What follows belongs to an exercise in optimizing a design on an open flow for small area, a short achievable clock period and few clock cycles per item; a production flow would make more cautious choices.
Only simulation tests tie the RTL to the original design; equivalence was not proved.

## flow/design.v (module list and top-level ports; edited modules follow where they fit)
// module lpp_cordic_stage: 153 lines
// module lpp_cordic_first: 142 lines
// module lpp_cordic_last: 163 lines
// module lidar_polar_to_pixel: 732 lines
module lidar_polar_to_pixel (
    input  logic        clk,
    input  logic        rst_n,
    input  logic        s_axis_tvalid,
    output logic        s_axis_tready,
    input  logic [39:0] s_axis_tdata,
    input  logic        s_axis_tuser,
    output logic        m_axis_tvalid,
    input  logic        m_axis_tready,
    output logic [39:0] m_axis_tdata,
    output logic        m_axis_tuser,
    input  logic        cfg_we,
    input  logic [1:0]  cfg_index,
    input  logic [23:0] cfg_data
);
  // ...
==> flow/flow/run.sh <==
#!/bin/bash
# The standard layout, with timing repair after placement aimed at a
# 3.3 ns period. The clock and constraints stay the design's: only
# repair_timing's setup margin changes. Synthesis and floorplan run first,
# the floorplan removing synthesis buffers rather than repairing timing
# (that repair cannot buffer, so it only spins on the pipeline enable net);
# placement re-buffers.
set -euo pipefail
bash standard.sh REMOVE_ABC_BUFFERS=1 floorplan > standard_floorplan.log 2>&1
bash standard.sh SETUP_SLACK_MARGIN=6.7 finish > standard_finish.log 2>&1
==> flow/standard.sh <==
#!/bin/bash
# synth_recipe.tcl (not shown) runs the flow's synth.tcl, then flattens the netlist and writes it again
# the make line also repeats each setting of config.mk as NAME=value (left out here)
make -C /OpenROAD-flow-scripts/flow DESIGN_CONFIG=/design/flow/config.mk WORK_HOME=/design/flow/orfs CLKGATE_MAP_FILE= SYNTH_SCRIPT=/design/flow/synth_recipe.tcl "${@:-finish}"
==> flow/config.mk <==
export PLATFORM = sky130hd
export DESIGN_NAME = lidar_polar_to_pixel
export DESIGN_NICKNAME = lidar_polar_to_pixel
export VERILOG_FILES = /design/flow/design.v
export SDC_FILE = /design/flow/constraint.sdc
export NUM_CORES = 4
export LEC_CHECK = 0
export CAP_MARGIN = 20
export CORE_MARGIN = 2
export CORE_UTILIZATION = 40
export SLEW_MARGIN = 20
export SYNTH_HIERARCHICAL = 1
==> flow/constraint.sdc <==
create_clock -name core_clock -period 10.0 [get_ports {clk}]
set_input_delay 2.0000 -clock core_clock [delete_from_list [all_inputs] [get_ports {clk}]]
set_output_delay 2.0000 -clock core_clock [all_outputs]
set_load 0.01 [all_outputs]
==> run notes, run 1 <==
Status:
- The flow ran to the end and the layout has no timing, DRC or antenna violations.

Clocking:
- The cts-stage hold buffer count is 0.
- The library cell used as clock root buffer is sky130_fd_sc_hd__clkbuf_16.

STA:
- At the pin with the least slew margin, the transition time is 1160 ps.
- The final hold violation count came to 0.
- Setup repair after global routing could not meet its margin everywhere.
- The worst setup skew after layout is between 100 and 150 ps.
- The number of slew-limit violations in the final report is 0.
- The worst slew margin relative to its limit is 0.228.

Die:
- The effective utilization at floorplan is 0.402.
- The floorplan has around 210 rows.
- For this design the top-level I/O count stands at between 100 and 150.

Yosys:
- Sorting the synthesized cells by area gives the leading types as sky130_fd_sc_hd__edfxtp_1, sky130_fd_sc_hd__ha_1, sky130_fd_sc_hd__fa_1, sky130_fd_sc_hd__xnor2_1, sky130_fd_sc_hd__inv_1.
- Summed over all instances, the cell type with the most area after synthesis is sky130_fd_sc_hd__edfxtp_1.
- The share of synthesized area in the top cell type comes to 0.416.
- Synthesis produced ~11,000 cells.
- Of the total synthesized cell area, the portion taken by AND, OR, NAND and NOR gates is 0.0575.
- The area of the mapped netlist is between 100,000 and 150,000 sq um.
- Among all cell types in the netlist, the one instantiated most often is sky130_fd_sc_hd__edfxtp_1.

Finish:
- In the layout the commonest cells are sky130_fd_sc_hd__edfxtp_1, sky130_fd_sc_hd__inv_1, sky130_fd_sc_hd__xnor2_1.
- The number of fill cells in the layout is around 29,000.
- The area occupied by multi-input gates is between 70,000 and 80,000 sq um.
- The layout has between 200 and 300 clock buffers.
- The number of buffers other than clock buffers in the final layout is ~970.
- The buffering overhead is 0.0571.

Worst setup path:
- Following the worst setup path forward leads to its endpoint at z6_reg[24].
- The required time of the critical path is 10,620 ps.
- Counting buffers and inverters, the worst setup path is 15 cells deep.
- The worst setup path is launched from a register.

Placed design:
- The detailed-placement wirelength estimate is 228,000 um.

Route:
- The detailed router's first-iteration violation count is 4,743.
- The highest metal layer with signal wires is met4.

Worst hold path:
- The source of the worst hold timing path is qual_reg[37].

Global route:
- The met2 demand-to-capacity share in global routing is 0.327.
- The number of antenna violations at the first check in global routing is 2.
Testbench counts, summed over its fixed seeds: cycles 8,176, items 8,000.
==> run 2: changes to the inputs <==
==> flow/flow/run.sh (replaced) <==
#!/bin/bash
# The standard layout, with timing repair after placement aimed at a
# 3.6 ns period. The clock and constraints stay the design's: only
# repair_timing's setup margin changes. Synthesis and floorplan run first,
# the floorplan removing synthesis buffers rather than repairing timing
# (that repair cannot buffer, so it only spins on the pipeline enable net);
# placement re-buffers.
set -euo pipefail
bash standard.sh REMOVE_ABC_BUFFERS=1 floorplan > standard_floorplan.log 2>&1
bash standard.sh SETUP_SLACK_MARGIN=6.4 finish > standard_finish.log 2>&1
==> run 2 against run 1 <==
Net effect: synthesized cell count is the same; utilization fell by 2.3 points; fmax fell by 0.26%; sequential cell count stayed put; final cell count is 2.2% lower; sequential share of layout area increased by 1.8 points; non-clock buffer count fell by 365; via count decreased by 2.3%; die area did not move.
==> run notes, run 2 <==
Finish:
- The final-stage net count is 13,800 (was 14,200).
- The share of cells above drive strength 1 is 0.146 (was 0.221).
- The most frequent standard cell in the layout excluding fill and tap cells is sky130_fd_sc_hd__edfxtp_1 (unchanged).
- The final design instance area without fill came to 153,000 sq um (was 161,000 sq um).
- Commonest cells after routing, fill and taps aside: sky130_fd_sc_hd__edfxtp_1, sky130_fd_sc_hd__ha_1, sky130_fd_sc_hd__inv_1 (was sky130_fd_sc_hd__edfxtp_1, sky130_fd_sc_hd__inv_1, sky130_fd_sc_hd__xnor2_1).
- The layout overhead on the synthesized area is 15.6% (was 21.3%).

Placed design:
- The total placed instance area was 139,000 sq um (unchanged).
- The weighted congestion reported at the end of routability-driven placement is 0.876 (unchanged).
- The port buffer count is 109 (unchanged).
- The detailed-placement wirelength estimate is 228,000 um (unchanged).
- The post-place setup slack is 5180 ps (unchanged).

Global route:
- The global route total overflow is 0 (unchanged).
- The via count of the first global-routing pass is 87,600 (was 90,100).
- The number of antenna violations at the first check in global routing came to 2 (unchanged).
- The largest net degree at the start of global routing is 181 (unchanged).
- The overall fraction of global-route tracks in use is 0.179 (was 0.186).
- The wire length of the first global-routing pass is 483,000 um (was 500,000 um).

Job:
- The number of max-cap violations is 0 (unchanged).

STA:
- The number of endpoints failing setup at the final stage was 0 (unchanged).
- The achievable clock frequency is 262 MHz (was 263 MHz).
- The slew of the pin with the lowest slew margin is 1050 ps (was 1160 ps).
- The final worst slack is 6180 ps (was 6190 ps).
- The final hold violation count is 0 (unchanged).
- The final hold slack is 353 ps (was 351 ps).
- The share of the cycle needed by the critical path after routing is 0.382 (was 0.381).
- The clock period minus worst slack was 3820 ps (was 3810 ps).
- The worst setup skew after layout is 118 ps (was 122 ps).
- Unrepaired setup endpoints after global routing: yes (unchanged).
- The number of slew-limit violations in the final report came to 0 (unchanged).
- The total negative setup slack is 0 ps (unchanged).
- The worst slew margin relative to its limit is 0.301 (was 0.228).

Yosys:
- Largest cells by area after synthesis: sky130_fd_sc_hd__edfxtp_1, sky130_fd_sc_hd__ha_1, sky130_fd_sc_hd__fa_1, sky130_fd_sc_hd__xnor2_1, sky130_fd_sc_hd__inv_1 (unchanged).
- The number of flops mapped to enable cells by yosys was 1,838 (unchanged).
- The synthesized instance count is 11,100 (unchanged).
- The sequential cell area fraction in the yosys report is 0.430 (unchanged).
- The cell taking the most area after synthesis is sky130_fd_sc_hd__edfxtp_1 (unchanged).
- The library cell with the highest instance count after synthesis is sky130_fd_sc_hd__edfxtp_1 (unchanged).
- The share of the synthesized area in the top cell type is 0.416 (unchanged).
- The fraction of registers with async set/reset was 0.0382 (unchanged).
- The number of synthesized register bits is 1,911 (unchanged).
- Leading post-synthesis cells by instance count: sky130_fd_sc_hd__edfxtp_1, sky130_fd_sc_hd__inv_1, sky130_fd_sc_hd__ha_1 (unchanged).
- The number of distinct library cells after synthesis was 131 (unchanged).
- The area of the mapped netlist was 133,000 sq um (unchanged).
- The average footprint of a synthesized cell came to 11.9 sq um (unchanged).
- The number of warnings reported in the yosys synthesis log was 30 (unchanged).
- The most frequently used flop master after synthesis is sky130_fd_sc_hd__edfxtp_1 (unchanged).

Die:
- The effective utilization at floorplan was 0.402 (unchanged).
- The count of standard-cell rows is 211 (unchanged).
- The number of top-level pins is 115 (unchanged).
- The die outline width is 580 um (unchanged).
- The vertical die dimension was 580 um (unchanged).
- The floorplan core area is 330,000 sq um (unchanged).
- The total die area is 336,000 sq um (unchanged).

Clocking:
- The library cell used as clock root buffer is sky130_fd_sc_hd__clkbuf_16 (unchanged).
- The worst-case clock buffer depth is 4 (unchanged).
- The TritonCTS clock tree is yes (unchanged).
- The total CTS buffers came to 222 (unchanged).
- The clock slew seen by the registers of the worst setup and hold paths is 60 ps (about the same).
- The TritonCTS sink count is 1,911 (unchanged).
- The number of levels the H-tree was split into is 4 (unchanged).
- The clock network latency to the later pin of the worst-skew pair came to 950 ps (was 960 ps).

Worst setup path:
- The required time of the critical path is 10,630 ps (was 10,620 ps).
- The critical path data arrival time is 4450 ps (was 4430 ps).
- The register-to-register setup slack is 6180 ps (was 6190 ps).
- The startpoint type of the worst setup path was a register (unchanged).
- The worst-path maximum fanout is 4 (was 3).
- The kind of capture point of the worst setup path is a register (unchanged).
- The critical path class was reg -> reg (unchanged).

Route:
- The aggregate routed wire length came to 309,000 um (was 322,000 um).
- The remaining routing DRC violations came to 0 (unchanged).
- The detailed router's first-iteration violation count is 4,505 (was 4,743).
- The remaining antenna violation count was 0 (unchanged).
- The average wire length per cell after detail routing is 19.0 um (was 19.3 um).
- The vias after detailed routing was 84,000 (was 86,000).
- The number of detailed-route iterations in the first pass is 6 (was 5).
- The number of vias per cell after detailed routing is 5.15 (was 5.16).

Worst hold path:
- The kind of path behind the tightest hold check is reg -> reg (unchanged).

Status:
- Outcome: timing/DRC/antenna clean (unchanged).
run 2: cell counts after synthesis:
No cell type changed its count.
run 2: Yosys stat by module (local to each module, per instance), excerpt:
module                flops+latches  cells
lidar_polar_to_pixel            939   4469
lpp_cordic_first                 66    491
lpp_cordic_last                  48    526
run 2: cell families after synthesis:
family	after synthesis	synth area share
AO/OA/AOI/OAI	2228	0.114
adder cells (fa/ha/maj)	1999	0.226
flip-flops	1911	0.430
XOR/XNOR	1723	0.114
buffers and inverters	1619	0.0461
AND/OR/NAND/NOR	1518	0.0575
multiplexers	146	0.0122
other	1	0.0000283
run 2: metal layers:
metal | up-vias | part of all wire | global-route usage
li1 | 40600 | - | -
met1 | 41200 | 0.43 | 0.226
met2 | 1615 | 0.49 | 0.313
met3 | 595 | 0.038 | 0.0213
met4 | 0 | 0.040 | 0.0677
met5 | - | 0 | 0
run 2: path summary, 6_finish.rpt:
check                              from                  end  depth (start not counted)
max reg2reg                    p_reg[4]           gs_reg[25]                          9
max                            p_reg[4]           gs_reg[25]                          9
max in group asynchronous         rst_n   pixel_scale_reg[5]                          1
min reg2reg                qual_reg[37]         qual_reg[43]                          0
min                        qual_reg[37]         qual_reg[43]                          0
min in group asynchronous         rst_n  pixel_scale_reg[14]                          1
run 2: through the flow:
| stage | util | cells |
|---|---|---|
| floorplan | - | 10900 |
| detailed placement | 0.421 | 15500 |
| global route | 0.464 | 16300 |
| CTS | 0.454 | 16100 |
| finish | 0.464 | 16300 |
| global placement | 0.421 | 15500 |
run 2: cell type report:
| type | instances | area (sq um) |
|---|---|---|
| fill | 29500 | 177000 |
| clock buffer | 268 | 5880 |
| inverter | 1393 | 5370 |
| multi-input combinational | 7617 | 72500 |
| antenna | 3 | 7.51 |
| clock inverter | 133 | 1310 |
| tap | 4366 | 5460 |
| sequential | 1911 | 57100 |
| timing repair buffer | 607 | 5490 |
run 2: repair_timing:
item                                    CTS  global route
setup buffers                           263           170
endpoints found under the hold margin     0             0
cloned                                    2             4
hold buffers                              0             0
pin swaps                               219           250
endpoints found under the setup margin  437           326
resized for setup                       514           403
run 2: critical path: stages, from the launching register on:
cell and delay [ps]:
sky130_fd_sc_hd__edfxtp_1 500, sky130_fd_sc_hd__clkinvlp_4 250, sky130_fd_sc_hd__buf_6 170, sky130_fd_sc_hd__fa_2 570
sky130_fd_sc_hd__inv_2 40, sky130_fd_sc_hd__fa_1 460, sky130_fd_sc_hd__fa_2 540, sky130_fd_sc_hd__inv_2 40
sky130_fd_sc_hd__fa_2 540, sky130_fd_sc_hd__fa_2 410
==> run 3: changes to the inputs <==
--- a/flow/config.mk
+++ b/flow/config.mk
@@ -8,5 +8,7 @@
 export CAP_MARGIN = 20
 export CORE_MARGIN = 2
 export CORE_UTILIZATION = 40
+export CTS_CLUSTER_DIAMETER = 120
+export CTS_CLUSTER_SIZE = 22
 export SLEW_MARGIN = 20
 export SYNTH_HIERARCHICAL = 1
==> run 3 against run 2 <==
Net effect: still clean; count of clock-buffer cells in the layout fell by 137; clock skew increased by 38 ps; non-clock buffer count increased by 2; global-route usage fell by 0.13 points; critical path depth increased by 7; area after synthesis stayed put; via count down 1.4%; die area is the same; final cell count shrank 1.5%; register-to-register slack worse by 20 ps; synthesized cell count unchanged.
==> run notes, run 3 <==
Status:
- Outcome: timing/DRC/antenna clean (unchanged).

Finish:
- Commonest cells after routing, fill and taps aside: sky130_fd_sc_hd__edfxtp_1, sky130_fd_sc_hd__ha_1, sky130_fd_sc_hd__inv_1 (unchanged).
- The number of fill cells in the layout is 29,800 (was 29,500).
- The share of cells above drive strength 1 is 0.131 (was 0.146).
- The final-stage net count came to 13,700 (was 13,800).
- The layout overhead on the synthesized area was 12.4% (was 15.6%).
- The most frequent standard cell in the layout excluding fill and tap cells is sky130_fd_sc_hd__edfxtp_1 (unchanged).
- The final design instance area without fill came to 149,000 sq um (was 153,000 sq um).
- The end-of-flow core utilization is 0.452 (was 0.464).

Global route:
- The global route total overflow came to 0 (unchanged).
- The overall fraction of global-route tracks in use is 0.178 (was 0.179).
- The number of antenna violations at the first check in global routing is 2 (unchanged).
- The via count of the first global-routing pass was 86,400 (was 87,600).
- The wire length of the first global-routing pass is 479,000 um (was 483,000 um).
- The largest net degree at the start of global routing is 181 (unchanged).

Worst setup path:
- Sequence of cells on the critical path: ha_4 > inv_1 > fa_1 > inv_2 > ha_4 > o21a_1 > o21ai_2 > a32oi_2 > a221o_1 > a41o_1 > nor4_2 > nor4b_2 > o21a_1 > o21ai_2 > a21boi_2 > xor2_1 (was clkinvlp_4 > buf_6 > fa_2 > inv_2 > fa_1 > fa_2 > inv_2 > fa_2 > fa_2).
- The cell at the slowest stage of the critical path is sky130_fd_sc_hd__fa_1 (was sky130_fd_sc_hd__fa_2).
- The worst-path maximum fanout is 3 (was 4).
- The required time of the critical path is 10,640 ps (was 10,630 ps).
- The worst flop-to-flop path endpoint is z6_reg[24] (was gs_reg[25]).
- The kind of capture point of the worst setup path is a register (unchanged).
- The register-to-register setup slack is 6160 ps (was 6180 ps).
- The sum of buffers and inverters on the critical path is 2 (was 4).
- The startpoint type of the worst setup path is a register (unchanged).
- The source of the worst register-to-register timing path was r9_reg[6] (was p_reg[4]).
- The kind of cell adding the most delay to the critical path is compound AO/OA/AOI/OAI gates (was adder cells).
- The worst stage delay on the critical path is 530 ps (was 570 ps).
- The critical path class is reg -> reg (unchanged).
- The number of cell instances on the worst register-to-register path is 16 (was 9).
- The critical path data arrival time is 4480 ps (was 4450 ps).

Route:
- The remaining routing DRC violations is 0 (unchanged).
- The detailed router's first-iteration violation count is 4,664 (was 4,505).
- The aggregate routed wire length came to 305,000 um (was 309,000 um).
- The vias after detailed routing is 82,800 (was 84,000).
- The number of vias per cell after detailed routing is 5.16 (was 5.15).
- The remaining antenna violation count is 0 (unchanged).
- The number of detailed-route iterations in the first pass was 6 (unchanged).
- The average wire length per cell after detail routing was 19.0 um (about the same).

Die:
- The vertical die dimension is 580 um (unchanged).
- The number of top-level pins was 115 (unchanged).
- The effective utilization at floorplan is 0.402 (unchanged).
- The floorplan core area was 330,000 sq um (unchanged).
- The die outline width is 580 um (unchanged).
- The total die area is 336,000 sq um (unchanged).
- The count of standard-cell rows is 211 (unchanged).

Yosys:
- The share of the synthesized area in the top cell type was 0.416 (unchanged).
- The synthesized instance count was 11,100 (unchanged).
- The area of the mapped netlist came to 133,000 sq um (unchanged).
- The basic-gate share of the synthesized area counting and, or, nand and nor cells was 0.0575 (unchanged).
- The mux contribution to synthesized area is 0.0122 (unchanged).
- Leading post-synthesis cells by instance count: sky130_fd_sc_hd__edfxtp_1, sky130_fd_sc_hd__inv_1, sky130_fd_sc_hd__ha_1 (unchanged).
- The average footprint of a synthesized cell is 11.9 sq um (unchanged).
- The library cell with the highest instance count after synthesis was sky130_fd_sc_hd__edfxtp_1 (unchanged).
- The number of flops mapped to enable cells by yosys came to 1,838 (unchanged).
- The number of synthesized register bits is 1,911 (unchanged).
- The compound-gate portion of the synthesized area is 0.114 (unchanged).
- The number of warnings reported in the yosys synthesis log was 30 (unchanged).
- Largest cells by area after synthesis: sky130_fd_sc_hd__edfxtp_1, sky130_fd_sc_hd__ha_1, sky130_fd_sc_hd__fa_1, sky130_fd_sc_hd__xnor2_1, sky130_fd_sc_hd__inv_1 (unchanged).
- The adder-cell area share of the yosys netlist was 0.226 (unchanged).
- The most frequently used flop master after synthesis is sky130_fd_sc_hd__edfxtp_1 (unchanged).
- The cell taking the most area after synthesis is sky130_fd_sc_hd__edfxtp_1 (unchanged).
- The number of distinct library cells after synthesis is 131 (unchanged).
- The sequential cell area fraction in the yosys report was 0.430 (unchanged).
- The dominant combinational cell family by area after synthesis is adder cells (unchanged).
- The fraction of registers with async set/reset is 0.0382 (unchanged).
- The share of the synthesized netlist area taken by xor and xnor gates is 0.114 (unchanged).

Clocking:
- The TritonCTS clock tree is yes (unchanged).
- The clock network latency to the later pin of the worst-skew pair was 910 ps (was 950 ps).
- The library cell used as clock root buffer is sky130_fd_sc_hd__clkbuf_16 (unchanged).
- The cts-stage hold buffer count came to 0 (unchanged).
- The total CTS buffers is 106 (was 222).
- The number of levels the H-tree was split into is 3 (was 4).
- The worst-case clock buffer depth is 4 (unchanged).
- The clock slew seen by the registers of the worst setup and hold paths is 90 ps (was 60 ps).
- The TritonCTS sink count is 1,911 (unchanged).

Placed design:
- The total placed instance area is 139,000 sq um (unchanged).
- The weighted congestion reported at the end of routability-driven placement is 0.876 (unchanged).
- The post-place setup slack is 5180 ps (unchanged).
- The port buffer count is 109 (unchanged).
- The detailed-placement wirelength estimate is 228,000 um (unchanged).

Worst hold path:
- The source of the worst hold timing path is quad_reg[22] (was qual_reg[37]).
- The sink of the worst hold path is quad_reg[24] (was qual_reg[43]).
- The kind of path behind the tightest hold check was reg -> reg (unchanged).
- The count of cells along the worst hold path is 0 (unchanged).

STA:
- The worst slew margin relative to its limit was 0.297 (was 0.301).
- The number of endpoints failing setup at the final stage came to 0 (unchanged).
- The number of slew-limit violations in the final report was 0 (unchanged).
- The slew of the pin with the lowest slew margin is 1050 ps (about the same).
- The worst setup skew after layout came to 157 ps (was 118 ps).
- The final hold violation count came to 0 (unchanged).
- The share of the cycle needed by the critical path after routing is 0.384 (was 0.382).
- Unrepaired setup endpoints after global routing: yes (unchanged).
- The total negative setup slack is 0 ps (unchanged).
- The final worst slack came to 6160 ps (was 6180 ps).
- The achievable clock frequency is 260 MHz (was 262 MHz).
- The clock period minus worst slack is 3840 ps (was 3820 ps).

Job:
- The number of max-cap violations came to 0 (unchanged).
[run 3: cell counts after synthesis]
No cell type changed its count.
[run 3: cell type report]
cell class,count,area (sq um),area share
timing repair buffer,609,5530,0.0371
antenna,4,10.0,0.0000672
multi-input combinational,7617,72500,0.487
clock buffer,131,2790,0.0187
clock inverter,18,210,0.00141
inverter,1393,5380,0.0361
sequential,1911,57100,0.383
tap,4366,5460,0.0367
[run 3: timing repair]
item                       in CTS  in global routing
setup endpoints to repair     442                203
resized for setup             529                377
cloned                          4                  1
buffers inserted              284                153
pin swaps                     237                279
[run 3: through the flow]
step | hold WS (ps) | std cells
2_1_floorplan | 400 | 10900
3_5_place_dp | 405 | 15500
3_3_place_gp | 401 | 15500
6_report | 340 | 16000
4_1_cts | 328 | 15900
5_1_grt | 358 | 16000
[run 3: how the worst max path moves through the flow]
stage,startpoint,end,slack [ps],cells after the start
detailed placement,m_axis_tready,o2_reg[31],5180,4
CTS,code_reg[4],u_first.dout_yp[31],6160,15
finish,r9_reg[6],z6_reg[24],6160,16
global route,code_reg[4],u_first.dout_yp[31],5990,15
global placement,bneg_reg[4],pa_reg[21],5260,7
floorplan,stall_reg,o2_reg[0],-30930,3
[run 3: modules after synthesis, one instance, submodules excluded, excerpt]
module                area (sq um)  copies in the design
lidar_polar_to_pixel         58500                     1
lpp_cordic_last               5090                     1
lpp_cordic_first              5250                     1
[run 3: kinds of logic after synthesis]
group           count (synthesis)
compound gates               2228
xor+xnor                     1723
fa+ha+maj                    1999
buf+inv                      1619
flops                        1911
mux                           146
other cells                     1
simple gates                 1518
[run 3: layer usage]
layer / up-vias / track usage / routed length, um / part of all wire
met1: 40700 / 0.227 / 131000 / 0.43
met3: 448 / 0.0192 / 10800 / 0.036
met2: 1456 / 0.315 / 153000 / 0.50
met5: - / 0 / 0 / 0
li1: 40200 / - / - / -
met4: 0 / 0.0542 / 10000 / 0.033
[run 3: worst reg2reg max path, cell delays in order (launching register included)]
cell and delay (ps):
sky130_fd_sc_hd__edfxtp_1 460, sky130_fd_sc_hd__ha_4 300, sky130_fd_sc_hd__inv_1 40, sky130_fd_sc_hd__fa_1 530, sky130_fd_sc_hd__inv_2 60, sky130_fd_sc_hd__ha_4 210
sky130_fd_sc_hd__o21a_1 180, sky130_fd_sc_hd__o21ai_2 130, sky130_fd_sc_hd__a32oi_2 90, sky130_fd_sc_hd__a221o_1 340, sky130_fd_sc_hd__a41o_1 210, sky130_fd_sc_hd__nor4_2 250
sky130_fd_sc_hd__nor4b_2 100, sky130_fd_sc_hd__o21a_1 220, sky130_fd_sc_hd__o21ai_2 230, sky130_fd_sc_hd__a21boi_2 100, sky130_fd_sc_hd__xor2_1 150

what the ideal ports hide:
Ports are ideal in the flow. The routed layouts listed here were re-timed in OpenROAD. Step 1: set_driving_cell puts a clkbuf_16 on clk and a buf_2 on each other input, an assumption about the parent block. Step 2 adds t to the input delays and takes it off the output delays; t is the mean of the earliest and latest rising clock arrival at the registers after step 1. Input paths then give back, and output paths get back, about the clock's delay inside the block. Slacks: no drivers / after step 1 / after step 2; pairs: no drivers / after step 1.
run	t (ns)	setup slack, ns	worst setup path at the end	latest minus earliest clock arrival (ns)	pins driven straight from the clock port
run 1	0.993	6.192 / 6.192 / 6.173	input to register	0.127 / 0.126	1
run 2	0.985	6.182 / 6.182 / 6.015	input to register	0.122 / 0.122	1
run 3	0.929	6.160 / 6.160 / 6.003	input to register	0.159 / 0.159	1
After both steps setup and hold are still met in every run listed. For run 2, which loses most, drivers alone change the setup slack by 0.000 ns; drivers and shift together by -0.167 ns.
